This is an optimization exercise on Yosys and OpenROAD, whose aim is small area, a short achievable clock period and few clock cycles, not a production implementation.
Where RTL was checked, it was by simulation tests only, not by an equivalence proof against the original.
Function not checked in runs 1 to 3: the RTL went through the layout flow alone.
Power figures rest on the tool's default switching activity, not on a simulated workload.

`constraint.sdc`:
```
create_clock -name core_clock -period 6.0 [get_ports {clk}]
set_input_delay 1.2000 -clock core_clock [delete_from_list [all_inputs] [get_ports {clk}]]
set_output_delay 1.2000 -clock core_clock [all_outputs]
set_load 0.01 [all_outputs]
```
`design.v`:
```
`timescale 1ns/1ps
module slab_alloc_top (
    input  logic                    clk,
    input  logic                    rst,
    input  logic [15:0]             req_size,
    input  logic                    req_valid,
    output logic                    req_ready,
    output logic [32-1:0] malloc_pointer,
    output logic                    malloc_failed,
    output logic                    malloc_valid,
    input  logic                    malloc_ready,
    input  logic [32-1:0] free_pointer,
    input  logic [15:0]             free_size,
    input  logic                    free_valid,
    output logic                    free_ready,
    output logic                    error_overflow
);
    function automatic logic [4:1] size_class(input logic [15:0] s);
        logic nz;
        logic [4:1] le;      
        nz = s != 16'd0;
        le[1] = s[15:7] == 9'd0 && !(s[6] && s[5:0] != 6'd0);
        le[2] = s[15:8] == 8'd0 && !(s[7] && s[6:0] != 7'd0);
        le[3] = s[15:9] == 7'd0 && !(s[8] && s[7:0] != 8'd0);
        le[4] = s[15:10] == 6'd0 && !(s[9] && s[8:0] != 9'd0);
        size_class[1] = nz && le[1];
        size_class[2] = le[2] && !le[1];
        size_class[3] = le[3] && !le[2];
        size_class[4] = le[4] && !le[3];
    endfunction
    logic [4:1] acls;
    logic [4:1] fcls;
    logic       acc_alloc;
    logic       acc_free;
    assign acls = size_class(req_size);
    assign fcls = size_class(free_size);
    assign acc_alloc = req_valid;
    assign acc_free = free_valid;
    assign req_ready = 1'b1;
    assign free_ready = 1'b1;
    logic [3:0] pg;
    logic       pg_avail;
    assign pg_avail = pg != 4'd10;
    logic [4:1] wr;
    logic [4:1] pop;
    logic [4:1] bg_set;
    logic [4:1] bg_clr;
    logic       pg_take;
    logic [7:0] wr_data;
    logic [8:0] effm [1:4];      
    logic [7:0] remd [1:4];      
    logic [4:1] ok;              
    logic [4:1] full;            
    logic [4:1] ne;              
    logic [4:1] a_push;          
    logic [4:1] a_clr;           
    logic [4:1] a_page;          
    logic [8:0] ptr_q;
    logic [8:0] ptr_next;
    logic [7:0] rem_next;
    always_comb begin
        ptr_next = '0;
        rem_next = '0;
        for (int k = 1; k <= 4; k++) begin
            ptr_next = ptr_next | (acls[k] ? effm[k] : 9'd0);
            rem_next = rem_next | (acls[k] ? remd[k] : 8'd0);
        end
    end
    always_ff @(posedge clk) begin
        if (rst) begin
            malloc_valid <= 1'b0;
            malloc_failed <= 1'b0;
            wr <= '0;
            pop <= '0;
            bg_set <= '0;
            bg_clr <= '0;
            pg_take <= 1'b0;
            error_overflow <= 1'b0;
        end else begin
            if (acc_alloc) begin
                malloc_valid <= 1'b1;
                malloc_failed <= (acls & ok) == '0;
            end else if (malloc_ready) begin
                malloc_valid <= 1'b0;
            end
            if (acc_alloc) begin
                wr <= acls & a_push;
                pop <= acls & ne;
                bg_set <= acls & a_push;
                bg_clr <= acls & a_clr;
                pg_take <= (acls & a_page) != '0;
            end else begin
                wr <= acc_free ? (fcls & ~full) : 4'd0;
                pop <= '0;
                bg_set <= '0;
                bg_clr <= '0;
                pg_take <= 1'b0;
            end
            error_overflow <= acc_free && (fcls & full) != '0;
        end
    end
    always_ff @(posedge clk) begin
        if (acc_alloc)
            ptr_q <= ptr_next;
        wr_data <= acc_free ? free_pointer[13:6] : rem_next;
    end
    assign malloc_pointer = {17'd0, ptr_q, 6'd0};
    always_ff @(posedge clk) begin
        if (rst)
            pg <= 4'd2;
        else if (pg_take)
            pg <= pg + 1'b1;
    end
    for (genvar k = 1; k <= 4; k++) begin : g_cls
        localparam int W = 9 - k;
        localparam int OW = 6 - k;
        logic [W-1:0] mem [16];
        logic [W-1:0] head_q;    
        logic [3:0]   hn;        
        logic [3:0]   tl;        
        logic [4:0]   cnt;       
        logic         bg_v;
        logic [3:0]   bgn;
        logic         empty;     
        logic         isbig;
        logic         hasrem;
        logic [7:0]   a8;
        logic [7:0]   r8;
        logic [W-1:0] wr_k;
        logic [7:0]   h_a8;
        logic [7:0]   h_r8;
        logic [7:0]   w_a8;
        logic [7:0]   w_r8;
        logic [7:0]   p_a8;
        logic [7:0]   p_r8;
        assign wr_k = wr_data[7:k-1];
        assign h_a8 = 8'({head_q, {(k-1){1'b0}}});
        assign h_r8 = 8'({head_q[W-1:OW], head_q[OW-1:0] + 1'b1, {(k-1){1'b0}}});
        assign w_a8 = 8'({wr_k, {(k-1){1'b0}}});
        assign w_r8 = 8'({wr_k[W-1:OW], wr_k[OW-1:0] + 1'b1, {(k-1){1'b0}}});
        assign p_a8 = {pg[2:0], 5'd0};
        assign p_r8 = 8'({pg[2:0], {(OW-1){1'b0}}, 1'b1, {(k-1){1'b0}}});
        assign ne[k] = !empty || wr[k];
        assign full[k] = wr[k] ? cnt == 5'd15 : cnt[4];
        assign a8 = !empty ? h_a8 : wr[k] ? w_a8 : p_a8;
        assign r8 = !empty ? h_r8 : wr[k] ? w_r8 : p_r8;
        assign ok[k] = ne[k] || pg_avail;
        assign effm[k] = ok[k] ? {a8[7:6] == 2'b00, a8} : 9'd0;
        assign remd[k] = r8;
        assign isbig = bg_v && bgn == hn;
        assign hasrem = head_q[OW-1:0] != {OW{1'b1}};
        assign a_push[k] = ne[k] ? (isbig && hasrem) : pg_avail;
        assign a_clr[k] = ne[k] && isbig && !hasrem;
        assign a_page[k] = !ne[k] && pg_avail;
        always_ff @(posedge clk) begin
            if (wr[k])
                mem[tl] <= wr_k;
        end
        always_ff @(posedge clk) begin
            if (pop[k] || (wr[k] && empty))
                head_q <= cnt[4:1] == 4'd0 ? wr_k : mem[hn];
        end
        always_ff @(posedge clk) begin
            if (rst) begin
                hn <= 4'd1;
                tl <= '0;
                cnt <= '0;
                empty <= 1'b1;
                bg_v <= 1'b0;
            end else begin
                if (wr[k])
                    tl <= tl + 1'b1;
                if (pop[k])
                    hn <= hn + 1'b1;
                if (wr[k] && !pop[k]) begin
                    cnt <= cnt + 1'b1;
                    empty <= 1'b0;
                end else if (pop[k] && !wr[k]) begin
                    cnt <= cnt - 1'b1;
                    empty <= cnt == 5'd1;
                end
                if (bg_set[k]) begin
                    bg_v <= 1'b1;
                    bgn <= tl + 1'b1;
                end else if (bg_clr[k]) begin
                    bg_v <= 1'b0;
                end
            end
        end
    end
endmodule
```
`config.mk`:
```
export PLATFORM = sky130hd
export DESIGN_NAME = slab_alloc_top
export DESIGN_NICKNAME = slab_alloc_top
export VERILOG_FILES = /design/flow/design.v
export SDC_FILE = /design/flow/constraint.sdc
export NUM_CORES = 4
export LEC_CHECK = 0
export CAP_MARGIN = 20
export CORE_MARGIN = 2
export CORE_UTILIZATION = 40
export SETUP_SLACK_MARGIN = 3.5
export SLEW_MARGIN = 20
```
`run.sh`:
```
#!/bin/bash
# synth_recipe.tcl (not shown) runs the flow's synth.tcl, then flattens the netlist and writes it again
# the make line also repeats each setting of config.mk as NAME=value (left out here)
make -C /OpenROAD-flow-scripts/flow DESIGN_CONFIG=/design/flow/config.mk WORK_HOME=/design/flow/orfs CLKGATE_MAP_FILE= SYNTH_SCRIPT=/design/flow/synth_recipe.tcl finish
```
==> metrics.md, run 1 <==
| Metric | Value |
|---|---|
| Worst Setup SP | `req_size[0]` |
| Pin count of the biggest net entering global routing | `77` |
| Endpoints failing setup | `0` |
| Hold Path Class | `reg -> reg` |
| Most frequent cell after synthesis | `edfxtp_1` |
| Clock insertion delay at the later pin of the skew report | `0.62 ns` |
| Async SR Flop Fraction | `0` |
| Hold WS | `0.4760 ns` |
| FP Rows | `90` |
| R2R cell count | `4` |
| Outcome | `finished clean` |
| GRT overflow | `0` |
| Synth Area in XOR/XNOR | `0.02639` |
| Sw Pwr | `1.636 mW` |
| Crit-path max FO | `3` |
| Number of flops mapped to enable cells by yosys | `467` |
| Seq cells post-synth | `575` |
| DRC | `0` |
| Initial antenna violation count | `0` |
| Largest family of logic cells by synthesized area | `multiplexers` |
| Top FF cell, synth | `edfxtp_1` |
| Synth warn | `3` |
| Avg WL per Cell | `21.17 um` |
| Critical path capture point type | `flop` |
| Worst R2R End | `g_cls[1].head_q[2]$_DFFE_PP_` |
| Clock sink total | `575` |
| Yosys cell types | `65` |
| Detailed-route via count | `13.16k` |
| Setup CP Type | `in -> reg` |
| Layout cells sized above 1 | `0.2160` |
| TritonCTS clock tree | `built` |
| DP Area | `25890 um2` |
| Synth top cells by count | `467 x edfxtp_1, 130 x mux4_2, 108 x dfxtp_1` |
| Max incr delay on CP | `0.53 ns` |
| Internal power | `6.507 mW` |
| Fin crit period | `2.596 ns` |
| Synth Area in Simple Gates | `0.07927` |
| Num CTS Buffers | `57` |
| Period utilization | `0.4327` |
| Worst path cell trace | `buf_8 -> or4_4 -> buf_6 -> o311ai_4 -> a21oi_4 -> a222oi_1 -> buf_4 -> nand2_2` |
| Fin area | `28230 um2` |
| H-tree level count | `2` |
| Critical Path RT | `6.38 ns` |
| RSZ-0062 raised after global routing | `true` |
| Vias in the first global route | `13.21k` |
| Area delta synth->final | `14.97%` |
| Clock power share | `0.446` |
| Slew headroom | `0.3448` |
| Core Area | `60580 um2` |
| Pwr dens | `288.4 nW/um2` |
| Hold Violations, Final | `0` |
| Nets | `1756` |
| Initial core utilization | `0.4054` |
| Synthesized-area fraction occupied by adder cells | `0.02598` |
| CTS max path bufs | `3` |
| Initial DRC count | `1117` |
| Die area | `63390 um2` |
| Tot GR Track Use | `0.1661` |
| Worst IR Drop VDD | `213.2 uV` |
| Post-detail-place hpwl | `31630 um` |
| Critical Path AT | `2.98 ns` |
| Worst path slowest cell | `or4_4` |
| Setup_tns | `0 ns` |
| Synth area leaders | `edfxtp_1 57%, mux4_2 12%, dfxtp_1 8.8%` |
| Top Ports | `106` |
| ANT nets after route | `0` |
| Compound-Gate Fraction of Synth Area | `0.03796` |
| Synth area leader | `edfxtp_1` |
| Post-Syn Area | `24560 um2` |
| Share of the synthesized area in the top cell type | `0.5710` |
| Worst Hold Endpoint | `g_cls[4].bg_v$_SDFFE_PP0P_` |
| Sequential power share | `0.532` |
| Fmax | `385.2 MHz` |
| Reg clk slew, reported paths | `0.06 ns` |
| Routed vias/inst | `5.334` |
| Sequential fraction of the synthesis area | `0.6591` |
| Drt pass-1 iters | `5` |
| Setup crit start kind | `input pin` |
| Die Span X | `251.8 um` |
| Least-Margin Pin Slew | `0.9747 ns` |
| Routed wire length | `52230 um` |
| Leakage power | `9.474 nW` |
| Net Sw Frac | `0.2009` |
| Mean Syn Cell Area | `15.81 um2` |
| Reg2reg setup slack | `3.57 ns` |
| Hold depth | `2` |
| Pins Over Slew Limit | `0` |
| Hold Crit Start | `bg_set[4]$_SDFF_PP0_` |
| Max-cap violations | `0` |
| Final RePlAce weighted congestion | `0.8337` |
| Skew final | `0.02528 ns` |
| Mux contribution to synthesized area | `0.1422` |
| Port buffer count | `56` |
| Syn Inst Count | `1553` |
| Root buffer cell | `clkbuf_16` |
| Die height | `251.8 um` |
| Combinational power share | `0.023` |
| # diodes | `0` |
| Global-route wire length before repair | `80260 um` |
## per-layer routing
layer  part of all wire  vias to the layer above  wire length, um  global-route usage
met1               0.46                     6671            24050              0.2389
met5                  0                        -                0                   0
met4              0.023                        0             1193             0.05106
met3              0.055                       75             2854             0.02940
li1                   -                     6051                -                   -
met2               0.46                      363            24140              0.2589
## cell type report
cell class	count	area, um2
Clock buffer	74	1553
Clock inverter	34	354.1
Fill cell	5187	32350
Inverter	53	198.9
Multi-Input combinational cell	843	8000
Sequential cell	575	16200
Tap cell	782	978.4
Timing Repair Buffer	106	949.7
## placed cells by master, fill, tap and decap left out, types with 28 or more instances in the layout
cell type  instances
nor2_1            99
xnor2_1           36
inv_1             52
a21oi_1           43
xor2_1            38
mux4_2           130
ha_1              51
and2_1            68
edfxtp_1         467
dfxtp_1           98
mux2_2            28
buf_4             40
nand2_1           65
clkbuf_16         60
## critical path, delay by kind of cell
kind | cells | cell delay, ns
AOI/OAI and AO/OA | 3 | 0.78
buffers and inverters | 3 | 0.41
and+or+nand+nor | 2 | 0.58
## timing repair
| action | 4_1_cts | 5_1_grt |
|---|---|---|
| setup buffers | 14 | 15 |
| gates cloned | 3 | 1 |
| hold buffers | 0 | 0 |
| endpoints found under the setup margin | 65 | 48 |
| resized for setup | 80 | 38 |
| pin swaps | 17 | 24 |
## state kept, by name (all words and copies together) (netlist names), 8 cells and up, named ones only
signal and count:
ptr_q 9, g_cls.bgn 16, g_cls.hn 16, g_cls.cnt 20
g_cls.tl 16, g_cls.head_q 26, g_cls.mem 416, wr_data 8
## metrics by stage
| stage | power [mW] | cells | worst slack, ns | utilization |
|---|---|---|---|---|
| global placement | 4.593 | 2326 | 2.213 | 0.4273 |
| detailed placement | 4.600 | 2326 | 2.140 | 0.4273 |
| finish | 8.143 | 2467 | 3.404 | 0.4660 |
| global route | 8.381 | 2467 | 3.366 | 0.4660 |
| CTS | 8.232 | 2451 | 3.404 | 0.4622 |
| floorplan | 4.510 | 1576 | 3.007 | - |
## kinds of logic (layout without fill, tap and decap cells)
group,Yosys count,in the layout
fa+ha+maj,51,51
buf+inv,158,267
flops,575,575
simple gates,374,374
compound gates,136,136
xor+xnor,74,74
mux,183,183
other cells,2,25
## how the worst max path moves through the flow
stage	endpoint	slack, ns	cells after the start
final	ptr_q[7]$_DFFE_PP_	3.40	8
after global routing	ptr_q[7]$_DFFE_PP_	3.37	8
after CTS	wr_data[7]$_DFF_P_	3.40	8
after detailed placement	ptr_q[8]$_DFFE_PP_	2.14	6
after global placement	ptr_q[8]$_DFFE_PP_	2.21	6
after floorplan	error_overflow$_SDFF_PP0_	3.01	6
## power groups by stage
stage	clock network, mW	logic, mW	registers (mW)
after global placement	0	0.178	4.41
after detailed placement	0	0.185	4.41
after CTS	3.72	0.188	4.33
final	3.63	0.187	4.33
after floorplan	0	0.0669	4.44
after global routing	3.85	0.204	4.33
==> run 2: changes to the inputs <==
--- a/config.mk
+++ b/config.mk
@@ -8,5 +8,5 @@
 export CAP_MARGIN = 20
 export CORE_MARGIN = 2
 export CORE_UTILIZATION = 40
-export SETUP_SLACK_MARGIN = 3.5
+export SETUP_SLACK_MARGIN = 4.0
 export SLEW_MARGIN = 20
==> metrics.md, run 2 <==
| Metric | Value |
|---|---|
| Outcome | `finished clean` |
| Layout cells sized above 1 | `0.2518 (+0.03573)` |
| Least-Margin Pin Slew | `1.138 ns (+0.1636 ns)` |
| Die height | `251.8 um (unchanged)` |
| Number of flops mapped to enable cells by yosys | `467 (unchanged)` |
| Share of the synthesized area in the top cell type | `0.5710 (unchanged)` |
| Final RePlAce weighted congestion | `0.8185 (-1.8%)` |
| Drt pass-1 iters | `7 (+2)` |
| WP buf/inv | `3 (unchanged)` |
| Area delta synth->final | `18.31%` |
| Fillcell total | `5102 (-1.6%)` |
| # diodes | `0 (unchanged)` |
| Post-Syn Area | `24560 um2 (unchanged)` |
| Clock sink total | `575 (unchanged)` |
| Hold Path Class | `reg -> reg` |
| Slew headroom | `0.2341 (-0.1107)` |
| Num CTS Buffers | `58 (+1.8%)` |
| Leakage power | `9.876 nW (+4.2%)` |
| Global-route wire length before repair | `81540 um (+1.6%)` |
| Seq cells post-synth | `575 (unchanged)` |
| Levels on crit path | `7 (-1)` |
| Die Span X | `251.8 um (unchanged)` |
| Worst Setup SP | `req_size[1]` |
| Clock insertion delay at the later pin of the skew report | `0.62 ns (about the same)` |
| Routed wire length | `53200 um (+1.8%)` |
| Critical path capture point type | `flop` |
| Crit-path max FO | `5 (+2)` |
| Post-place setup slack | `1.947 ns (-0.1931 ns)` |
| Hold Violations, Final | `0 (unchanged)` |
| Worst path slowest cell | `or4_4` |
| Pin count of the biggest net entering global routing | `77 (unchanged)` |
| R2R cell count | `4 (unchanged)` |
| H-tree level count | `2 (unchanged)` |
| Initial antenna violation count | `0 (unchanged)` |
| Setup crit end | `ptr_q[2]$_DFFE_PP_` |
| Worst R2R End | `g_cls[1].head_q[4]$_DFFE_PP_` |
| Reg2reg setup slack | `3.74 ns (+0.17 ns)` |
| Worst IR Drop VDD | `193.0 uV (-9.5%)` |
| CP top delay family | `compound AO/OA/AOI/OAI gates` |
| Critical Path RT | `6.37 ns (about the same)` |
| Detailed-route via count | `13.40k (+1.8%)` |
| Reg clk slew, reported paths | `0.06 ns (about the same)` |
| Largest Register | `g_cls.mem` |
| Synth area leader | `edfxtp_1` |
| ANT nets after route | `0 (unchanged)` |
| Async SR Flop Fraction | `0 (unchanged)` |
| Most frequent cells in the layout | `467 x edfxtp_1, 130 x mux4_2, 93 x nor2_1` |
| Routed vias/inst | `5.372 (+0.71%)` |
| Synth area leaders | `edfxtp_1 57%, mux4_2 12%, dfxtp_1 8.8%` |
| Avg WL per Cell | `21.33 um (+0.74%)` |
| Setup crit start kind | `input pin` |
| CTS max path bufs | `3 (unchanged)` |
| RSZ-0062 raised after global routing | `true` |
| Pins Over Slew Limit | `0 (unchanged)` |
| Mean Syn Cell Area | `15.81 um2 (unchanged)` |
| Critical Path AT | `2.85 ns (-0.13 ns)` |
| Setup_tns | `0 ns (unchanged)` |
| Syn Inst Count | `1553 (unchanged)` |
| Tot GR Track Use | `0.1688 (+0.002648)` |
| Root buffer cell | `clkbuf_16` |
| Max FFs per register | `416 (unchanged)` |
| Nets | `1784 (+1.6%)` |
| Synth warn | `3 (unchanged)` |
| FP Rows | `90 (unchanged)` |
| Final worst setup slack | `3.517 ns (+0.1132 ns)` |
| Port buffer count | `56 (unchanged)` |
| Pwr dens | `286.0 nW/um2 (-0.85%)` |
| Synth top cells by count | `467 x edfxtp_1, 130 x mux4_2, 108 x dfxtp_1` |
| Top FF cell, synth | `edfxtp_1` |
| Sequential fraction of the synthesis area | `0.6591 (unchanged)` |
| Fin crit period | `2.483 ns (-0.1132 ns)` |
| Most frequent cell after synthesis | `edfxtp_1` |
| Initial core utilization | `0.4054 (unchanged)` |
| Largest registers | `g_cls.mem (416), g_cls.head_q (26), g_cls.cnt (20)` |
| Period utilization | `0.4138 (-0.01886)` |
| Worst path cell trace | `buf_8 -> or4_4 -> o311ai_4 -> a21oi_4 -> buf_4 -> buf_6 -> a221o_1` |
| Max incr delay on CP | `0.55 ns (+0.02 ns)` |
| TritonCTS clock tree | `built` |
| Max-cap violations | `0 (unchanged)` |
| Yosys cell types | `65 (unchanged)` |
| Commonest non-fill, non-tap cell in the layout | `edfxtp_1` |
| Top Ports | `106 (unchanged)` |
| Skew final | `0.03173 ns (+0.006454 ns)` |
| Setup CP Type | `in -> reg` |
| GRT overflow | `0 (unchanged)` |
| Core Area | `60580 um2 (unchanged)` |
| Endpoints failing setup | `0 (unchanged)` |
| DRC | `0 (unchanged)` |
| Initial DRC count | `878 (-21%)` |
| Fmax | `402.7 MHz (+4.6%)` |
| Post-detail-place hpwl | `31850 um (+0.67%)` |
| Die area | `63390 um2 (unchanged)` |
| Vias in the first global route | `13.63k (+3.1%)` |
-- run 2: changes by cell type in the layout (fill, tap and decap cells not counted), moves of 6 or more --
cell | before | now
buf_6 | 6 | 26
buf_16 | 0 | 10
dfxtp_1 | 98 | 89
clkbuf_1 | 13 | 5
mux2_2 | 28 | 18
mux2_4 | 0 | 10
dfxtp_4 | 1 | 7
nor2_1 | 99 | 93
buf_12 | 1 | 9
clkdlybuf4s50_1 | 25 | 16
buf_2 | 7 | 14
-- run 2: worst register-to-register path: stages, from the launching register on --
cell and delay [ns]:
dfxtp_4 0.46, buf_12 0.18, mux4_2 0.58, mux4_2 0.52
mux2_2 0.28
-- run 2: cells by family (layout without fill, tap and decap cells) --
| group | after synthesis | in the layout | share of synthesized area |
|---|---|---|---|
| multiplexers | 183 | 183 | 0.1422 |
| XOR/XNOR | 74 | 74 | 0.02639 |
| other | 2 | 25 | 0.0003058 |
| flip-flops | 575 | 575 | 0.6591 |
| buffers and inverters | 158 | 293 | 0.02879 |
| adder cells (fa/ha/maj) | 51 | 51 | 0.02598 |
| AND/OR/NAND/NOR | 374 | 374 | 0.07928 |
| AO/OA/AOI/OAI | 136 | 137 | 0.03796 |
-- run 2: worst min path at each step --
stage	depth (start not counted)	from	slack, ns	end
final	2	bg_set[3]$_SDFF_PP0_	0.47	g_cls[3].bg_v$_SDFFE_PP0P_
after global routing	2	bg_set[3]$_SDFF_PP0_	0.51	g_cls[3].bg_v$_SDFFE_PP0P_
after CTS	2	bg_set[3]$_SDFF_PP0_	0.48	g_cls[3].bg_v$_SDFFE_PP0P_
after detailed placement	2	bg_set[3]$_SDFF_PP0_	0.46	g_cls[3].bg_v$_SDFFE_PP0P_
after global placement	2	bg_set[3]$_SDFF_PP0_	0.45	g_cls[3].bg_v$_SDFFE_PP0P_
after floorplan	2	bg_set[1]$_SDFF_PP0_	0.43	g_cls[1].bg_v$_SDFFE_PP0P_
-- run 2: per-stage QoR --
| step | utilization | cell area [um2] | hold WS, ns | total power, mW | instances |
|---|---|---|---|---|---|
| after floorplan | - | 24910 | 0.4290 | 4.511 | 1576 |
| after global placement | 0.4273 | 25890 | 0.4480 | 4.593 | 2325 |
| after detailed placement | 0.4273 | 25890 | 0.4620 | 4.599 | 2325 |
| after CTS | 0.4742 | 28730 | 0.4787 | 8.386 | 2482 |
| after global routing | 0.4796 | 29060 | 0.5089 | 8.548 | 2494 |
| final | 0.4796 | 29060 | 0.4684 | 8.308 | 2494 |
-- run 2: layer usage --
metal / part of all wire / routed length (um) / global-route usage / vias to the layer above
li1: - / - / - / 6133
met1: 0.46 / 24300 / 0.2402 / 6794
met2: 0.46 / 24630 / 0.2687 / 386
met3: 0.060 / 3207 / 0.03054 / 85
met4: 0.020 / 1057 / 0.04429 / 0
met5: 0 / 0 / 0 / -
-- run 2: power breakdown --
part / internal, mW / switching [mW]
Clock: 2.24 / 1.55
Combinational: 0.0622 / 0.127
Sequential: 4.32 / 0.0122
-- run 2: layout make-up --
class / count / area (um2) / area share
clock inverter: 44 / 523.0 / 0.01800
sequential: 575 / 16230 / 0.5585
multi-input combinational: 844 / 8163 / 0.2809
timing repair buffer: 132 / 1470 / 0.05060
inverter: 53 / 198.9 / 0.006847
clock buffer: 64 / 1495 / 0.05146
tap: 782 / 978.4 / 0.03367
-- run 2: timing repair --
item	CTS	global route
gates cloned	10	2
buffers inserted	39	10
pin swaps	28	20
gates resized for setup	181	67
endpoints found under the setup margin	202	156
hold buffers	0	0
==> run 3: changes to the inputs <==
--- a/design.v
+++ b/design.v
@@ -130,20 +130,18 @@
         logic [7:0]   h_a8;
         logic [7:0]   h_r8;
         logic [7:0]   w_a8;
-        logic [7:0]   w_r8;
         logic [7:0]   p_a8;
         logic [7:0]   p_r8;
         assign wr_k = wr_data[7:k-1];
         assign h_a8 = 8'({head_q, {(k-1){1'b0}}});
         assign h_r8 = 8'({head_q[W-1:OW], head_q[OW-1:0] + 1'b1, {(k-1){1'b0}}});
         assign w_a8 = 8'({wr_k, {(k-1){1'b0}}});
-        assign w_r8 = 8'({wr_k[W-1:OW], wr_k[OW-1:0] + 1'b1, {(k-1){1'b0}}});
         assign p_a8 = {pg[2:0], 5'd0};
         assign p_r8 = 8'({pg[2:0], {(OW-1){1'b0}}, 1'b1, {(k-1){1'b0}}});
         assign ne[k] = !empty || wr[k];
         assign full[k] = wr[k] ? cnt == 5'd15 : cnt[4];
         assign a8 = !empty ? h_a8 : wr[k] ? w_a8 : p_a8;
-        assign r8 = !empty ? h_r8 : wr[k] ? w_r8 : p_r8;
+        assign r8 = !empty ? h_r8 : p_r8;
         assign ok[k] = ne[k] || pg_avail;
         assign effm[k] = ok[k] ? {a8[7:6] == 2'b00, a8} : 9'd0;
         assign remd[k] = r8;
==> metrics.md, run 3 <==
| Metric | Value |
|---|---|
| Root buffer cell | `clkbuf_16` |
| Fillcell total | `5091 (-0.22%)` |
| Largest family of logic cells by synthesized area | `multiplexers` |
| Hold Violations, Final | `0 (unchanged)` |
| GRT overflow | `0 (unchanged)` |
| Die height | `251.4 um (-0.16%)` |
| Cells after DPL | `2306 (-0.82%)` |
| Fin crit period | `2.547 ns (+0.06361 ns)` |
| DRC | `0 (unchanged)` |
| Routed wire length | `54650 um (+2.7%)` |
| Skew final | `0.02081 ns (-0.01092 ns)` |
| Port buffer count | `56 (unchanged)` |
| Vias in the first global route | `13.65k (+0.17%)` |
| Core Area | `60470 um2 (-0.19%)` |
| Max-cap violations | `0 (unchanged)` |
| H-tree level count | `2 (unchanged)` |
| Top FF cell, synth | `edfxtp_1` |
| Largest registers | `g_cls.mem (416), g_cls.head_q (26), g_cls.cnt (20)` |
| Synth area leader | `edfxtp_1` |
| Setup CP Type | `in -> reg` |
| Yosys cell types | `66 (+1.5%)` |
| Die area | `63190 um2 (-0.33%)` |
| Compound-Gate Fraction of Synth Area | `0.03420 (-0.003759)` |
| TritonCTS clock tree | `built` |
| ANT nets after route | `0 (unchanged)` |
| Pin count of the biggest net entering global routing | `69 (-10%)` |
| Synth Area in XOR/XNOR | `0.02397 (-0.002417)` |
| Num CTS Buffers | `58 (unchanged)` |
| Non-Filler Instances | `2471 (-0.92%)` |
| Critical Path AT | `2.91 ns (+0.06 ns)` |
| Async SR Flop Fraction | `0 (unchanged)` |
| Final RePlAce weighted congestion | `0.8278 (+1.1%)` |
| Setup_tns | `0 ns (unchanged)` |
| Avg WL per Cell | `22.12 um (+3.7%)` |
| Number of flops mapped to enable cells by yosys | `467 (unchanged)` |
| Layout cells sized above 1 | `0.2540 (+0.002244)` |
| Grt met3 use | `0.02920 (-0.001339)` |
| Clock sink total | `575 (unchanged)` |
| Post-Syn Area | `24480 um2 (-0.33%)` |
| Clock insertion delay at the later pin of the skew report | `0.61 ns (about the same)` |
| Critical path capture point type | `flop` |
| RSZ-0062 raised after global routing | `true` |
| Least-Margin Pin Slew | `1.104 ns (-0.03413 ns)` |
| Area of all sequential standard cells | `16220 um2 (about the same)` |
| Nets | `1756 (-1.6%)` |
| Endpoints failing setup | `0 (unchanged)` |
| Sequential fraction of the synthesis area | `0.6612 (+0.002190)` |
| Pins Over Slew Limit | `0 (unchanged)` |
| Reg clk slew, reported paths | `0.06 ns (about the same)` |
| Initial antenna violation count | `0 (unchanged)` |
| Slew headroom | `0.2577 (+0.02362)` |
| Largest Register | `g_cls.mem` |
| Drt pass-1 iters | `7 (unchanged)` |
| Mux contribution to synthesized area | `0.1466 (+0.004358)` |
| Area delta synth->final | `17.80%` |
| Synthesized-area fraction occupied by adder cells | `0.02454 (-0.001447)` |
| Most frequent cell after synthesis | `edfxtp_1` |
| Grt met2 use | `0.2788 (+0.01016)` |
| Top Ports | `106 (unchanged)` |
| Die Span X | `251.4 um (-0.16%)` |
| Tot GR Track Use | `0.1753 (+0.006516)` |
| Post-detail-place hpwl | `33450 um (+5.0%)` |
| Detailed-route via count | `13.44k (+0.29%)` |
| Worst IR Drop VDD | `203.2 uV (+5.3%)` |
| Mean Syn Cell Area | `16.00 um2 (+1.2%)` |
| # diodes | `0 (unchanged)` |
| Syn Inst Count | `1530 (-1.5%)` |
| Multi-input logic area | `8160 um2 (about the same)` |
| Initial core utilization | `0.4048 (-0.0005900)` |
| FP Rows | `90 (unchanged)` |
| Commonest non-fill, non-tap cell in the layout | `edfxtp_1` |
| Share of the synthesized area in the top cell type | `0.5729 (+0.001897)` |
| CTS max path bufs | `3 (unchanged)` |
| Seq cells post-synth | `575 (unchanged)` |
| Initial DRC count | `1055 (+20%)` |
| Synth area leaders | `edfxtp_1 57%, mux4_2 12%, dfxtp_1 8.8%` |
| Global-route wire length before repair | `83950 um (+2.9%)` |
| Max FFs per register | `416 (unchanged)` |
| Hold Path Class | `reg -> reg` |
| Fmax | `392.7 MHz (-2.5%)` |
| Critical Path RT | `6.36 ns (about the same)` |
| Pwr dens | `282.4 nW/um2 (-1.2%)` |
| Leakage power | `9.792 nW (-0.85%)` |
| Crit-path max FO | `4 (-1)` |
| Period utilization | `0.4244 (+0.01060)` |
| Grt met1 use | `0.2527 (+0.01253)` |
| Synth top cells by count | `467 x edfxtp_1, 130 x mux4_2, 108 x dfxtp_1` |
| Synth warn | `3 (unchanged)` |
| Synth Area in Simple Gates | `0.08245 (+0.003177)` |
| Setup crit start kind | `input pin` |
| Routed vias/inst | `5.438 (+1.2%)` |
| Layer with the highest usage | `met2` |
| Outcome | `finished clean` |
| Most frequent cells in the layout | `467 x edfxtp_1, 130 x mux4_2, 89 x dfxtp_1` |
run 3: cell types whose count changed in the layout (fill, tap and decap cells not counted), sizes merged, moves of 7 or more:
cell	delta
mux2	+12
inv	-9
nor2	-11
xnor2	-8
nand2b	-8
o22ai	-7
run 3: worst paths after layout:
path | slack [ns] | to | depth (start not counted) | start
min reg2reg | 0.48 | g_cls[2].bg_v$_SDFFE_PP0P_ | 2 | bg_set[2]$_SDFF_PP0_
max reg2reg | 3.72 | g_cls[1].head_q[3]$_DFFE_PP_ | 4 | flop
max | 3.45 | ptr_q[4]$_DFFE_PP_ | 6 | req_size[0]
min | 0.48 | g_cls[2].bg_v$_SDFFE_PP0P_ | 2 | bg_set[2]$_SDFF_PP0_
run 3: timing repair:
item                       4_1_cts  5_1_grt
pin swaps                       43       33
hold buffers                     0        0
setup buffers                   32       12
cloned                          10        1
setup endpoints to repair      186       96
gates resized for setup        212       41
run 3: layer usage:
metal	wire length [um]	vias to the layer above
li1	-	6074
met1	25210	6908
met2	25600	380
met3	2737	75
met4	1103	0
met5	0	-
run 3: stage by stage:
stage / setup WS [ns] / area (um2) / power (mW) / utilization / hold slack [ns]
CTS: 3.462 / 28610 / 8.221 / 0.4731 / 0.4832
global placement: 1.914 / 25810 / 4.585 / 0.4268 / 0.4609
global route: 3.436 / 28830 / 8.393 / 0.4768 / 0.5292
floorplan: 3.128 / 24800 / 4.501 / - / 0.4290
detailed placement: 1.893 / 25810 / 4.591 / 0.4268 / 0.4659
finish: 3.453 / 28830 / 8.143 / 0.4768 / 0.4806
run 3: worst max-delay path, cell delays in order:
cell,delay (ns)
buf_8,0.10
or4_4,0.59
o311ai_4,0.35
a21oi_4,0.12
a222oi_1,0.45
nand2_1,0.09
run 3: cells by family (layout without fill, tap and decap cells):
logic type,count (synthesis),after routing
AOI/OAI and AO/OA,123,123
xor gates and xnor gates,67,67
adders and majority gates,48,48
buffers and inverters,143,278
DFF,575,575
muxes,191,191
other,2,25
and+or+nand+nor,381,382
run 3: report_power, final:
group | internal, mW | switching (mW)
clock network | 2.11 | 1.52
registers | 4.32 | 0.0323
logic | 0.0567 | 0.103
total | 6.49 | 1.66
run 3: area by class of cell:
| class | instances | share of cell area |
|---|---|---|
| flip-flops and latches | 575 | 0.5627 |
| well taps | 782 | 0.03393 |
| clock buffers | 76 | 0.05446 |
| multi-input cells | 836 | 0.2830 |
| inverters | 43 | 0.005598 |
| clock inverters | 34 | 0.01193 |
| repair buffers | 125 | 0.04838 |
==> run 4: changes to the inputs <==
--- a/design.v
+++ b/design.v
@@ -44,7 +44,6 @@
     logic [4:1] wr;
     logic [4:1] pop;
     logic [4:1] bg_set;
-    logic [4:1] bg_clr;
     logic       pg_take;
     logic [7:0] wr_data;
     logic [8:0] effm [1:4];      
@@ -53,7 +52,6 @@
     logic [4:1] full;            
     logic [4:1] ne;              
     logic [4:1] a_push;          
-    logic [4:1] a_clr;           
     logic [4:1] a_page;          
     logic [8:0] ptr_q;
     logic [8:0] ptr_next;
@@ -73,7 +71,6 @@
             wr <= '0;
             pop <= '0;
             bg_set <= '0;
-            bg_clr <= '0;
             pg_take <= 1'b0;
             error_overflow <= 1'b0;
         end else begin
@@ -87,13 +84,11 @@
                 wr <= acls & a_push;
                 pop <= acls & ne;
                 bg_set <= acls & a_push;
-                bg_clr <= acls & a_clr;
                 pg_take <= (acls & a_page) != '0;
             end else begin
                 wr <= acc_free ? (fcls & ~full) : 4'd0;
                 pop <= '0;
                 bg_set <= '0;
-                bg_clr <= '0;
                 pg_take <= 1'b0;
             end
             error_overflow <= acc_free && (fcls & full) != '0;
@@ -111,22 +106,29 @@
         else if (pg_take)
             pg <= pg + 1'b1;
     end
+    function automatic logic [3:0] inc15(input logic [3:0] x);
+        inc15 = x == 4'd14 ? 4'd0 : x + 1'b1;
+    endfunction
     for (genvar k = 1; k <= 4; k++) begin : g_cls
         localparam int W = 9 - k;
         localparam int OW = 6 - k;
-        logic [W-1:0] mem [16];
-        logic [W-1:0] head_q;    
-        logic [3:0]   hn;        
-        logic [3:0]   tl;        
+        logic [W-1:0] mem [15];
+        logic [W-1:0] head_q;
+        logic [3:0]   rd;
+        logic [3:0]   wt;
         logic [4:0]   cnt;       
-        logic         bg_v;
-        logic [3:0]   bgn;
         logic         empty;     
-        logic         isbig;
+        logic         one;       
+        logic         bg_h;
+        logic         bg_m;
+        logic [3:0]   bg_s;
         logic         hasrem;
         logic [7:0]   a8;
         logic [7:0]   r8;
         logic [W-1:0] wr_k;
+        logic         to_ring;
+        logic         head_ld;
+        logic         head_wr;
         logic [7:0]   h_a8;
         logic [7:0]   h_r8;
         logic [7:0]   w_a8;
@@ -145,43 +147,50 @@
         assign ok[k] = ne[k] || pg_avail;
         assign effm[k] = ok[k] ? {a8[7:6] == 2'b00, a8} : 9'd0;
         assign remd[k] = r8;
-        assign isbig = bg_v && bgn == hn;
         assign hasrem = head_q[OW-1:0] != {OW{1'b1}};
-        assign a_push[k] = ne[k] ? (isbig && hasrem) : pg_avail;
-        assign a_clr[k] = ne[k] && isbig && !hasrem;
+        assign a_push[k] = ne[k] ? (bg_h && hasrem) : pg_avail;
         assign a_page[k] = !ne[k] && pg_avail;
+        assign head_wr = empty || one;
+        assign to_ring = wr[k] && !empty && !(one && pop[k]);
+        assign head_ld = pop[k] || (wr[k] && empty);
         always_ff @(posedge clk) begin
-            if (wr[k])
-                mem[tl] <= wr_k;
+            if (to_ring)
+                mem[wt] <= wr_k;
         end
         always_ff @(posedge clk) begin
-            if (pop[k] || (wr[k] && empty))
-                head_q <= cnt[4:1] == 4'd0 ? wr_k : mem[hn];
+            if (head_ld)
+                head_q <= head_wr ? wr_k : mem[rd];
         end
         always_ff @(posedge clk) begin
             if (rst) begin
-                hn <= 4'd1;
-                tl <= '0;
+                rd <= '0;
+                wt <= '0;
                 cnt <= '0;
                 empty <= 1'b1;
-                bg_v <= 1'b0;
+                one <= 1'b0;
+                bg_h <= 1'b0;
+                bg_m <= 1'b0;
             end else begin
-                if (wr[k])
-                    tl <= tl + 1'b1;
-                if (pop[k])
-                    hn <= hn + 1'b1;
+                if (to_ring)
+                    wt <= inc15(wt);
+                if (pop[k] && !head_wr)
+                    rd <= inc15(rd);
                 if (wr[k] && !pop[k]) begin
                     cnt <= cnt + 1'b1;
                     empty <= 1'b0;
+                    one <= empty;
                 end else if (pop[k] && !wr[k]) begin
                     cnt <= cnt - 1'b1;
-                    empty <= cnt == 5'd1;
+                    empty <= one;
+                    one <= cnt == 5'd2;
                 end
-                if (bg_set[k]) begin
-                    bg_v <= 1'b1;
-                    bgn <= tl + 1'b1;
-                end else if (bg_clr[k]) begin
-                    bg_v <= 1'b0;
+                if (head_ld)
+                    bg_h <= head_wr ? bg_set[k] : (bg_m && bg_s == rd);
+                if (to_ring && bg_set[k]) begin
+                    bg_m <= 1'b1;
+                    bg_s <= wt;
+                end else if (head_ld && !head_wr && bg_s == rd) begin
+                    bg_m <= 1'b0;
                 end
             end
         end
==> metrics.md, run 4 <==
| Metric | Value |
|---|---|
| Synth area leader | `edfxtp_1` |
| Post-place setup slack | `1.952 ns (+0.05877 ns)` |
| Commonest non-fill, non-tap cell in the layout | `edfxtp_1` |
| Worst IR Drop VDD | `218.9 uV (+7.7%)` |
| Sequential fraction of the synthesis area | `0.6604 (-0.0008075)` |
| Worst path slowest cell | `or4_4` |
| H-tree level count | `2 (unchanged)` |
| Setup CP Type | `in -> reg` |
| Synth Area in Simple Gates | `0.08394 (+0.001491)` |
| Hold Path Class | `reg -> reg` |
| Setup_tns | `0 ns (unchanged)` |
| Top Ports | `106 (unchanged)` |
| Crit-path max FO | `6 (+2)` |
| DRC | `0 (unchanged)` |
| FP Rows | `88 (-2.2%)` |
| Global-route wire length before repair | `83040 um (-1.1%)` |
| Skew final | `0.02428 ns (+0.003468 ns)` |
| Routed wire length | `55320 um (+1.2%)` |
| Setup crit start kind | `input pin` |
| Synth area leaders | `edfxtp_1 56%, mux4_2 10%, dfxtp_1 9.6%` |
| Pin count of the biggest net entering global routing | `74 (+7.2%)` |
| Outcome | `finished clean` |
| Max FFs per register | `390 (-6.3%)` |
| Clock sink total | `553 (-3.8%)` |
| Largest Register | `g_cls.mem` |
| Area delta synth->final | `23.85%` |
| Critical Path RT | `6.50 ns (+0.14 ns)` |
| Synthesized-area fraction occupied by adder cells | `0.01622 (-0.008313)` |
| Compound-Gate Fraction of Synth Area | `0.06462 (+0.03043)` |
| Max-cap violations | `0 (unchanged)` |
| Final worst setup slack | `3.364 ns (-0.08909 ns)` |
| Port buffer count | `56 (unchanged)` |
| Pins Over Slew Limit | `0 (unchanged)` |
| Die height | `246.1 um (-2.1%)` |
| Leakage power | `9.398 nW (-4.0%)` |
| Clock insertion delay at the later pin of the skew report | `0.62 ns (about the same)` |
| Avg WL per Cell | `21.66 um (-2.1%)` |
| Layout cells sized above 1 | `0.3242 (+0.07021)` |
| Reg clk slew, reported paths | `0.06 ns (about the same)` |
| Initial antenna violation count | `0 (unchanged)` |
| Slew headroom | `0.2420 (-0.01573)` |
| Synth warn | `3 (unchanged)` |
| Cts hold-fix bufs | `0 (unchanged)` |
| Top FF cell, synth | `edfxtp_1` |
| Least-Margin Pin Slew | `1.137 ns (+0.03278 ns)` |
| Synth Area in XOR/XNOR | `0.01419 (-0.009779)` |
| Drt pass-1 iters | `5 (-2)` |
| Root buffer cell | `clkbuf_16` |
| Non-Filler Instances | `2554 (+3.4%)` |
| Fin crit period | `2.636 ns (+0.08909 ns)` |
| Fillcell total | `4814 (-5.4%)` |
| Syn Inst Count | `1586 (+3.7%)` |
| Synth top cells by count | `441 x edfxtp_1, 134 x nor2_1, 112 x dfxtp_1` |
| Tot GR Track Use | `0.1804 (+0.005051)` |
| GRT overflow | `0 (unchanged)` |
| Post-Syn Area | `23450 um2 (-4.2%)` |
| Final RePlAce weighted congestion | `0.8163 (-1.4%)` |
| Worst path cell trace | `buf_6 -> or4_4 -> o311a_4 -> o21ai_4 -> buf_12 -> nor2_4 -> a221o_1 -> o32a_1` |
| Largest family of logic cells by synthesized area | `multiplexers` |
| Mux contribution to synthesized area | `0.1346 (-0.01202)` |
| CTS max path bufs | `3 (unchanged)` |
| Critical path capture point type | `flop` |
| Hold WS | `0.4867 ns (+0.006152 ns)` |
| Seq cells post-synth | `553 (-3.8%)` |
| Async SR Flop Fraction | `0 (unchanged)` |
| Largest registers | `g_cls.mem (390), g_cls.head_q (26), g_cls.cnt (20)` |
| Routed vias/inst | `5.502 (+1.2%)` |
| Yosys cell types | `63 (-4.5%)` |
| Pwr dens | `266.7 nW/um2 (-5.5%)` |
| Cells after DPL | `2342 (+1.6%)` |
| Initial DRC count | `947 (-10%)` |
| Post-detail-place hpwl | `33010 um (-1.3%)` |
| Share of the synthesized area in the top cell type | `0.5648 (-0.008107)` |
| Critical Path AT | `3.14 ns (+0.23 ns)` |
| RSZ-0062 raised after global routing | `true` |
| Period utilization | `0.4393 (+0.01485)` |
| Fin util | `0.5023 (+0.02551)` |
| Endpoints failing setup | `0 (unchanged)` |
| Most frequent cell after synthesis | `edfxtp_1` |
| Max incr delay on CP | `0.53 ns (-0.06 ns)` |
| Mean Syn Cell Area | `14.78 um2 (-7.6%)` |
| Number of flops mapped to enable cells by yosys | `441 (-5.6%)` |
| Nets | `1837 (+4.6%)` |
| Die Span X | `246.1 um (-2.1%)` |
| Detailed-route via count | `14.05k (+4.6%)` |
| ANT nets after route | `0 (unchanged)` |
| Most frequent cells in the layout | `441 x edfxtp_1, 104 x mux4_2, 90 x nand2_1` |
| Core Area | `57810 um2 (-4.4%)` |
| Hold Violations, Final | `0 (unchanged)` |
| Initial core utilization | `0.4056 (+0.0008264)` |
| Die area | `60570 um2 (-4.1%)` |
| Fmax | `379.4 MHz (-3.4%)` |
| Vias in the first global route | `13.59k (-0.42%)` |
| Num CTS Buffers | `57 (-1.7%)` |
| # diodes | `0 (unchanged)` |
| TritonCTS clock tree | `built` |
## run 4: changes by cell type in the layout (fill, tap and decap cells not counted), sizes merged, moves of 31 or more
cell and change:
a21oi +37, and2 -66, buf +54, mux2i +31, nor2 +47, o21ai +51
## run 4: layer usage
layer  vias up  global-route usage  wire length [um]
met5         -                   0                 0
met4         0             0.05508              1346
met3        79             0.02876              3347
met2       423              0.2847             26350
met1      7138              0.2568             24270
li1       6411                   -                 -
## run 4: power by group
part	total [mW]	leakage (nW)	switching, mW	internal, mW
sequential	4.17	4.93	0.0220	4.15
clock	3.41	0.905	1.47	1.94
combinational	0.167	3.56	0.108	0.0587
total	7.75	9.40	1.60	6.14
## run 4: metrics by stage
step                      power (mW)  instance area (um2)
final                          7.745                29040
after global routing           7.983                29040
after CTS                      7.809                28350
after detailed placement       4.405                24930
after global placement         4.399                24930
after floorplan                4.322                23950
## run 4: timing repair
action,4_1_cts,5_1_grt
cloned,7,1
endpoints found under the setup margin,488,269
pin swaps,46,45
resized for setup,334,96
buffers inserted,58,38
## run 4: path summary, 6_finish.rpt
path | cells after the start | slack, ns | end | start
min | 1 | 0.49 | g_cls[1].bg_m$_SDFFE_PP0P_ | g_cls[1].bg_m$_SDFFE_PP0P_
max | 8 | 3.36 | wr_data[4]$_DFF_P_ | req_size[2]
max reg2reg | 4 | 3.75 | malloc_failed$_SDFFE_PP0P_ | g_cls[4].empty$_SDFFE_PP1P_
min reg2reg | 1 | 0.49 | g_cls[1].bg_m$_SDFFE_PP0P_ | g_cls[1].bg_m$_SDFFE_PP0P_
## run 4: cell type report
| type | instances | area, um2 | area share |
|---|---|---|---|
| timing repair buffer | 177 | 1954 | 0.06730 |
| inverter | 26 | 115.1 | 0.003964 |
| clock inverter | 33 | 236.5 | 0.008144 |
| sequential | 553 | 15540 | 0.5353 |
| tap | 765 | 957.2 | 0.03296 |
| clock buffer | 75 | 1575 | 0.05425 |
| multi-input combinational | 925 | 8655 | 0.2980 |
## run 4: cell families (layout without fill, tap and decap cells)
| group | after synthesis | after routing |
|---|---|---|
| adder cells (fa/ha/maj) | 28 | 28 |
| multiplexers | 182 | 182 |
| flip-flops | 553 | 553 |
| AO/OA/AOI/OAI | 244 | 244 |
| AND/OR/NAND/NOR | 408 | 408 |
| other | 2 | 25 |
| XOR/XNOR | 38 | 38 |
| buffers and inverters | 131 | 311 |
## run 4: critical path: cells and delay by family
family	cells	cell delay [ns]
compound gates	4	1.14
buf+inv	2	0.23
simple gates	2	0.56
Testbench counts of run 4, summed over its fixed seeds: cycles 7,452.
==> run 5: changes to the inputs <==
--- a/config.mk
+++ b/config.mk
@@ -8,5 +8,8 @@
 export CAP_MARGIN = 20
 export CORE_MARGIN = 2
 export CORE_UTILIZATION = 40
+export CTS_BUF_LIST = sky130_fd_sc_hd__clkbuf_8
+export CTS_CLUSTER_DIAMETER = 50
+export CTS_CLUSTER_SIZE = 20
 export SETUP_SLACK_MARGIN = 4.0
 export SLEW_MARGIN = 20
==> metrics.md, run 5 <==
| Metric | Value |
|---|---|
| Area delta synth->final | `20.31%` |
| Leakage power | `9.037 nW (-3.8%)` |
| Vias in the first global route | `13.51k (-0.62%)` |
| Fin crit period | `2.605 ns (-0.03072 ns)` |
| Area of all sequential standard cells | `15550 um2 (about the same)` |
| Fmax | `383.9 MHz (+1.2%)` |
| Die area | `60570 um2 (unchanged)` |
| Worst IR Drop VDD | `149.7 uV (-32%)` |
| TritonCTS clock tree | `built` |
| Clock insertion delay at the later pin of the skew report | `0.69 ns (+0.07 ns)` |
| CTS max path bufs | `3 (unchanged)` |
| Hold depth | `2 (+1)` |
| Die Span X | `246.1 um (unchanged)` |
| Commonest non-fill, non-tap cell in the layout | `edfxtp_1` |
| Setup crit start kind | `input pin` |
| Share of the synthesized area in the top cell type | `0.5648 (unchanged)` |
| Port buffer count | `56 (unchanged)` |
| Worst Hold Endpoint | `malloc_failed$_SDFFE_PP0P_` |
| Detailed-route via count | `14.01k (-0.28%)` |
| Die height | `246.1 um (unchanged)` |
| Slew headroom | `0.2716 (+0.02967)` |
| Async SR Flop Fraction | `0 (unchanged)` |
| Max-cap violations | `0 (unchanged)` |
| Grt met3 use | `0.02745 (-0.001307)` |
| Sw Pwr | `1.562 mW (-2.6%)` |
| Synth area leader | `edfxtp_1` |
| Reg2reg setup slack | `3.77 ns (+0.02 ns)` |
| Num CTS Buffers | `49 (-14%)` |
| Worst Setup SP | `req_size[2]` |
| Initial DRC count | `1192 (+26%)` |
| Fin util | `0.4880 (-0.01437)` |
| Hold WS | `0.4923 ns (+0.005571 ns)` |
| Fillcell total | `4893 (+1.6%)` |
| Synth area leaders | `edfxtp_1 56%, mux4_2 10%, dfxtp_1 9.6%` |
| Skew final | `0.04740 ns (+0.02312 ns)` |
| Crit-path max FO | `5 (-1)` |
| Hold Crit Start | `malloc_failed$_SDFFE_PP0P_` |
| Synth top cells by count | `441 x edfxtp_1, 134 x nor2_1, 112 x dfxtp_1` |
| Mean Syn Cell Area | `14.78 um2 (unchanged)` |
| Sequential power share | `0.617 (+0.079)` |
| Yosys cell types | `63 (unchanged)` |
| Pwr dens | `239.0 nW/um2 (-10%)` |
| Setup_tns | `0 ns (unchanged)` |
| Final RePlAce weighted congestion | `0.8163 (unchanged)` |
| Worst R2R End | `malloc_failed$_SDFFE_PP0P_` |
| Routed vias/inst | `5.538 (+0.67%)` |
| Top Ports | `106 (unchanged)` |
| Max FFs per register | `390 (unchanged)` |
| ANT nets after route | `0 (unchanged)` |
| Top FF cell, synth | `edfxtp_1` |
| Layer with the highest usage | `met2` |
| Hold Violations, Final | `0 (unchanged)` |
| Outcome | `finished clean` |
| Syn Inst Count | `1586 (unchanged)` |
| Initial core utilization | `0.4056 (unchanged)` |
| Layout cells sized above 1 | `0.3197 (-0.004476)` |
| Sequential fraction of the synthesis area | `0.6604 (unchanged)` |
| Endpoints failing setup | `0 (unchanged)` |
| Number of flops mapped to enable cells by yosys | `441 (unchanged)` |
| H-tree level count | `2 (unchanged)` |
| Clock power share | `0.358 (-0.082)` |
| Tot GR Track Use | `0.1798 (-0.0005229)` |
| Initial antenna violation count | `0 (unchanged)` |
| Critical Path RT | `6.55 ns (+0.05 ns)` |
| DRC | `0 (unchanged)` |
| Multi-input logic area | `8574 um2 (-0.93%)` |
| Setup CP Type | `in -> reg` |
| Least-Margin Pin Slew | `1.093 ns (-0.04451 ns)` |
| Post-place setup slack | `1.952 ns (unchanged)` |
| FP Rows | `88 (unchanged)` |
| Post-detail-place hpwl | `33010 um (unchanged)` |
| Combinational power share | `0.025 (+0.003)` |
| Grt met1 use | `0.2556 (-0.001255)` |
| Most frequent cell after synthesis | `edfxtp_1` |
| R2R cell count | `6 (+2)` |
| Most frequent cells in the layout | `441 x edfxtp_1, 104 x mux4_2, 92 x nand2_1` |
| Seq cells post-synth | `553 (unchanged)` |
| Internal power | `5.180 mW (-16%)` |
| Avg WL per Cell | `21.70 um (+0.18%)` |
| Critical Path AT | `3.15 ns (about the same)` |
| Root buffer cell | `clkbuf_8` |
| Core Area | `57810 um2 (unchanged)` |
| RSZ-0062 raised after global routing | `true` |
| Net Sw Frac | `0.2317 (+0.02452)` |
| Pin count of the biggest net entering global routing | `74 (unchanged)` |
| Hold Path Class | `reg -> reg` |
| Largest registers | `g_cls.mem (390), g_cls.head_q (26), g_cls.cnt (20)` |
| Clock sink total | `553 (unchanged)` |
| Drt pass-1 iters | `5 (unchanged)` |
| Cts hold-fix bufs | `0 (unchanged)` |
| Grt met2 use | `0.2872 (+0.002479)` |
| Synth warn | `3 (unchanged)` |
| Routed wire length | `54890 um (-0.76%)` |
| Critical path capture point type | `flop` |
| GRT overflow | `0 (unchanged)` |
| Global-route wire length before repair | `82680 um (-0.44%)` |
| Largest Register | `g_cls.mem` |
| Pins Over Slew Limit | `0 (unchanged)` |
| Period utilization | `0.4342 (-0.005120)` |
| Post-Syn Area | `23450 um2 (unchanged)` |
| Nets | `1821 (-0.87%)` |
| Launch point of the worst reg-to-reg path | `pg[1]$_SDFFE_PP1P_` |
| Final worst setup slack | `3.395 ns (+0.03072 ns)` |
| Reg clk slew, reported paths | `0.08 ns (+0.02 ns)` |
[run 5: cell counts after synthesis]
Identical to the previous run, type by type.
[run 5: what timing repair did]
action / CTS / global route
endpoints found under the hold margin: 0 / 0
gates resized for setup: 346 / 85
pin swaps: 45 / 48
buffers inserted: 62 / 24
setup endpoints to repair: 488 / 310
gates cloned: 9 / 1
[run 5: metrics by stage]
step	instance area [um2]	std cells	power, mW
6_report	28210	2530	6.742
3_5_place_dp	24930	2342	4.405
5_1_grt	28200	2529	6.952
2_1_floorplan	23950	1609	4.322
4_1_cts	27680	2504	6.798
3_3_place_gp	24930	2342	4.399
[run 5: worst max-delay path, stage by stage]
cell     delay [ns]
buf_6          0.09
or4_4          0.53
o311a_4        0.34
o21ai_4        0.15
buf_12         0.14
nor2_4         0.04
a221o_1        0.37
o32a_1         0.29
[run 5: metal layers]
layer | part of all wire | wire length [um] | vias up
met3 | 0.062 | 3398 | 84
met5 | 0 | 0 | -
met4 | 0.025 | 1399 | 0
met1 | 0.44 | 23970 | 7107
li1 | - | - | 6376
met2 | 0.48 | 26130 | 445
[run 5: worst max-delay path by stage]
| stage | to | slack, ns | depth (start not counted) |
|---|---|---|---|
| 4_1_cts | wr_data[4]$_DFF_P_ | 3.37 | 8 |
| 5_1_grt | wr_data[4]$_DFF_P_ | 3.40 | 8 |
| 3_5_place_dp | wr_data[4]$_DFF_P_ | 1.95 | 7 |
| 2_1_floorplan | wr_data[4]$_DFF_P_ | 3.05 | 6 |
| 3_3_place_gp | ptr_q[5]$_DFFE_PP_ | 1.97 | 7 |
| 6_report | wr_data[4]$_DFF_P_ | 3.39 | 8 |
[run 5: layout make-up]
type | instances | share of cell area
Clock inverter | 42 | 0.01468
Antenna cell | 1 | 0.00008872
Clock buffer | 49 | 0.02391
Sequential cell | 553 | 0.5514
Multi-Input combinational cell | 925 | 0.3040
Tap cell | 765 | 0.03393
Timing Repair Buffer | 169 | 0.06809
Inverter | 26 | 0.003948
[run 5: power groups by stage]
stage / Sequential, mW / Combinational (mW) / Clock (mW)
after floorplan: 4.26 / 0.0582 / 0
after global placement: 4.25 / 0.147 / 0
after detailed placement: 4.25 / 0.152 / 0
after CTS: 4.16 / 0.160 / 2.48
after global routing: 4.16 / 0.178 / 2.61
final: 4.16 / 0.166 / 2.42
[run 5: cell families (layout without fill, tap and decap cells)]
group | count (synthesis) | count (layout) | synth area share
multiplexers | 182 | 182 | 0.1346
buffers and inverters | 131 | 286 | 0.02567
AO/OA/AOI/OAI | 244 | 244 | 0.06463
adder cells (fa/ha/maj) | 28 | 28 | 0.01622
other | 2 | 26 | 0.0003203
flip-flops | 553 | 553 | 0.6604
AND/OR/NAND/NOR | 408 | 408 | 0.08394
XOR/XNOR | 38 | 38 | 0.01420
==> run 6: changes to the inputs <==
--- a/config.mk
+++ b/config.mk
@@ -13,3 +13,4 @@
 export CTS_CLUSTER_SIZE = 20
 export SETUP_SLACK_MARGIN = 4.0
 export SLEW_MARGIN = 20
+export TNS_END_PERCENT = 20
==> metrics.md, run 6 <==
| Metric | Value |
|---|---|
| Die height | `246.1 um (unchanged)` |
| Initial core utilization | `0.4056 (unchanged)` |
| Max FFs per register | `390 (unchanged)` |
| Port buffer count | `56 (unchanged)` |
| Num CTS Buffers | `47 (-4.1%)` |
| Post-Syn Area | `23450 um2 (unchanged)` |
| Pins Over Slew Limit | `0 (unchanged)` |
| Worst R2R End | `g_cls[4].head_q[0]$_DFFE_PP_` |
| DRC | `0 (unchanged)` |
| Initial antenna violation count | `1 (+1)` |
| Die Span X | `246.1 um (unchanged)` |
| Vias in the first global route | `13.24k (-2.0%)` |
| Reg2reg setup slack | `3.66 ns (-0.11 ns)` |
| Tot GR Track Use | `0.1734 (-0.006398)` |
| Internal power | `5.257 mW (+1.5%)` |
| Largest registers | `g_cls.mem (390), g_cls.head_q (26), g_cls.cnt (20)` |
| ANT nets after route | `0 (unchanged)` |
| Worst Hold Endpoint | `malloc_failed$_SDFFE_PP0P_` |
| RSZ-0062 raised after global routing | `true` |
| Setup CP Type | `in -> reg` |
| Die area | `60570 um2 (unchanged)` |
| Drt pass-1 iters | `6 (+1)` |
| Most frequent cells in the layout | `441 x edfxtp_1, 104 x mux4_2, 104 x nor2_1` |
| Least-Margin Pin Slew | `1.058 ns (-0.03463 ns)` |
| Setup_tns | `0 ns (unchanged)` |
| Hold depth | `2 (unchanged)` |
| Top FF cell, synth | `edfxtp_1` |
| Layout cells sized above 1 | `0.2635 (-0.05627)` |
| Critical path capture point type | `flop` |
| Fmax | `380.4 MHz (-0.90%)` |
| Setup crit start kind | `input pin` |
| Crit-path max FO | `6 (+1)` |
| Fin crit period | `2.629 ns (+0.02375 ns)` |
| TritonCTS clock tree | `built` |
| Fin area | `27360 um2 (-3.0%)` |
| Sw Pwr | `1.570 mW (+0.47%)` |
| GRT overflow | `0 (unchanged)` |
| Skew final | `0.05550 ns (+0.008106 ns)` |
| Pin count of the biggest net entering global routing | `73 (-1.4%)` |
| Number of flops mapped to enable cells by yosys | `441 (unchanged)` |
| Synth top cells by count | `441 x edfxtp_1, 134 x nor2_1, 112 x dfxtp_1` |
| Period utilization | `0.4381 (+0.003958)` |
| Hold WS | `0.4724 ns (-0.01989 ns)` |
| Area delta synth->final | `16.67%` |
| Synth warn | `3 (unchanged)` |
| Clock sink total | `553 (unchanged)` |
| Post-detail-place hpwl | `32980 um (about the same)` |
| Worst path cell trace | `buf_8 -> or4_4 -> o311a_4 -> o21ai_4 -> nor2_2 -> a221o_1 -> o32a_1` |
| Nets | `1786 (-1.9%)` |
| Initial DRC count | `1138 (-4.5%)` |
| Hold Crit Start | `malloc_failed$_SDFFE_PP0P_` |
| Area of all sequential standard cells | `15540 um2 (-0.10%)` |
| Net Sw Frac | `0.2299 (-0.001787)` |
| Synth area leader | `edfxtp_1` |
| Max-cap violations | `0 (unchanged)` |
| Avg WL per Cell | `21.62 um (-0.34%)` |
| Reg clk slew, reported paths | `0.11 ns (+0.03 ns)` |
| Mean Syn Cell Area | `14.78 um2 (unchanged)` |
| Top Ports | `106 (unchanged)` |
| Critical Path AT | `3.19 ns (+0.04 ns)` |
| Worst IR Drop VDD | `121.3 uV (-19%)` |
| Max incr delay on CP | `0.53 ns (about the same)` |
| Clock power share | `0.367 (+0.009)` |
| R2R cell count | `3 (-3)` |
| Routed wire length | `53930 um (-1.8%)` |
| Final RePlAce weighted congestion | `0.8265 (+1.2%)` |
| Async SR Flop Fraction | `0 (unchanged)` |
| Commonest non-fill, non-tap cell in the layout | `edfxtp_1` |
| Largest Register | `g_cls.mem` |
| Detailed-route via count | `13.66k (-2.5%)` |
| H-tree level count | `2 (unchanged)` |
| Critical Path RT | `6.56 ns (about the same)` |
| Outcome | `finished clean` |
| Pwr dens | `249.6 nW/um2 (+4.4%)` |
| Syn Inst Count | `1586 (unchanged)` |
| Cts hold-fix bufs | `0 (unchanged)` |
| Endpoints failing setup | `0 (unchanged)` |
| Most frequent cell after synthesis | `edfxtp_1` |
| Clock insertion delay at the later pin of the skew report | `0.68 ns (about the same)` |
| Worst path slowest cell | `or4_4` |
| Total power | `6.827 mW (+1.3%)` |
| DP Area | `24830 um2 (-0.40%)` |
| Global-route wire length before repair | `80040 um (-3.2%)` |
| Leakage power | `8.734 nW (-3.4%)` |
| Core Area | `57810 um2 (unchanged)` |
| Fin util | `0.4732 (-0.01474)` |
| Fillcell total | `4968 (+1.5%)` |
| FP Rows | `88 (unchanged)` |
| Routed vias/inst | `5.476 (-1.1%)` |
| Share of the synthesized area in the top cell type | `0.5648 (unchanged)` |
| Sequential power share | `0.611 (-0.006)` |
| Multi-input logic area | `8154 um2 (-4.9%)` |
| Seq cells post-synth | `553 (unchanged)` |
| Hold Path Class | `reg -> reg` |
| Slew headroom | `0.2921 (+0.02048)` |
| Synth area leaders | `edfxtp_1 56%, mux4_2 10%, dfxtp_1 9.6%` |
| Root buffer cell | `clkbuf_8` |
| Hold Violations, Final | `0 (unchanged)` |
| CTS max path bufs | `3 (unchanged)` |
| Combinational power share | `0.022 (-0.003)` |
| Yosys cell types | `63 (unchanged)` |
| Sequential fraction of the synthesis area | `0.6604 (unchanged)` |
==> run 6: cell count changes in the layout (fill, tap and decap cells not counted), sizes merged <==
cell / previous run / this run
buf: 138 / 90
bufinv: 3 / 5
clkbuf: 52 / 62
clkdlybuf4s15: 3 / 2
clkdlybuf4s50: 14 / 18
clkinv: 12 / 18
clkinvlp: 5 / 6
diode: 1 / 2
dlygate4sd2: 5 / 4
dlymetal6s2s: 6 / 8
inv: 48 / 36
==> run 6: power groups by stage <==
stage	combinational, mW	sequential (mW)	clock, mW
2_1_floorplan	0.0570	4.26	0
3_3_place_gp	0.139	4.26	0
3_5_place_dp	0.142	4.27	0
4_1_cts	0.144	4.18	2.57
5_1_grt	0.164	4.18	2.71
6_report	0.152	4.17	2.50
==> run 6: cell families after synthesis <==
logic type               synth area share
buffers and inverters             0.02567
other                           0.0003203
AO/OA/AOI/OAI                     0.06463
AND/OR/NAND/NOR                   0.08394
adder cells (fa/ha/maj)           0.01622
multiplexers                       0.1346
flip-flops                         0.6604
XOR/XNOR                          0.01420
==> run 6: what timing repair did <==
action	4_1_cts	5_1_grt
pin swaps	38	19
setup endpoints to repair	470	454
resized for setup	149	146
setup buffers	33	18
gates cloned	1	7
==> run 6: area by class of cell <==
| cell class | count | area share |
|---|---|---|
| tap | 765 | 0.03499 |
| clock buffer | 48 | 0.02415 |
| antenna | 2 | 0.0001830 |
| multi-input combinational | 925 | 0.2981 |
| clock inverter | 39 | 0.01793 |
| inverter | 26 | 0.003934 |
| timing repair buffer | 136 | 0.05278 |
| sequential | 553 | 0.5679 |
==> run 6: critical path: cells and delay by family <==
family                 cells  cell delay, ns
AO/OA/AOI/OAI              4            1.29
AND/OR/NAND/NOR            2            0.60
buffers and inverters      1            0.09
==> run 6: metal layers <==
metal	GRT usage	wire length, um	up-vias
met5	0	0	-
met4	0.04813	1118	0
met3	0.02789	2991	76
met2	0.2702	25110	398
met1	0.2520	24710	6907
li1	-	-	6277
==> run 6: per-stage QoR <==
stage	instances	setup slack, ns
finish	2494	3.371
global route	2494	3.368
CTS	2466	3.356
detailed placement	2345	1.984
global placement	2345	2.027
floorplan	1609	3.046
==> run 6: how the worst max path moves through the flow <==
| stage | end | startpoint | cells past startpoint | slack [ns] |
|---|---|---|---|---|
| after CTS | malloc_pointer[9] | ptr_q[3]$_DFFE_PP_ | 1 | 3.36 |
| after global routing | malloc_pointer[6] | ptr_q[0]$_SDFFCE_PN0P_ | 1 | 3.37 |
| after detailed placement | wr_data[4]$_DFF_P_ | req_size[1] | 7 | 1.98 |
| after floorplan | wr_data[4]$_DFF_P_ | req_size[1] | 6 | 3.05 |
| final | wr_data[4]$_DFF_P_ | req_size[1] | 7 | 3.37 |
| after global placement | wr_data[4]$_DFF_P_ | req_size[1] | 7 | 2.03 |

[static timing again, ports no longer ideal]
In the flow no input, the clock included, has a driving cell. The finished layouts below were timed again as built, in two steps.
Step 1, drivers: a clkbuf_16 drives clk and a buf_2 each remaining input, both assumed.
Step 2 adds t to the input delays and takes it off the output delays; t is the mean of the earliest and latest rising clock arrival at the registers after step 1. Input paths then give back, and output paths get back, about the clock's delay inside the block.
a / b / c = no drivers / after step 1 / after step 2; a / b = the first two.
| run | t (ns) | setup slack, ns | worst hold slack (ns) |
|---|---|---|---|
| run 1 | 0.670 | 3.404 / 3.425 / 2.755 | 0.476 / 0.476 / 0.476 |
| run 2 | 0.667 | 3.517 / 3.537 / 2.869 | 0.468 / 0.468 / 0.468 |
| run 3 | 0.659 | 3.453 / 3.456 / 2.798 | 0.481 / 0.481 / 0.481 |
| run 4 | 0.661 | 3.364 / 3.388 / 2.726 | 0.487 / 0.487 / 0.487 |
| run 5 | 0.719 | 3.395 / 3.417 / 2.698 | 0.492 / 0.492 / 0.492 |
| run 6 | 0.708 | 3.371 / 3.381 / 2.674 | 0.472 / 0.472 / 0.472 |
After both steps setup and hold are still met in every run listed.
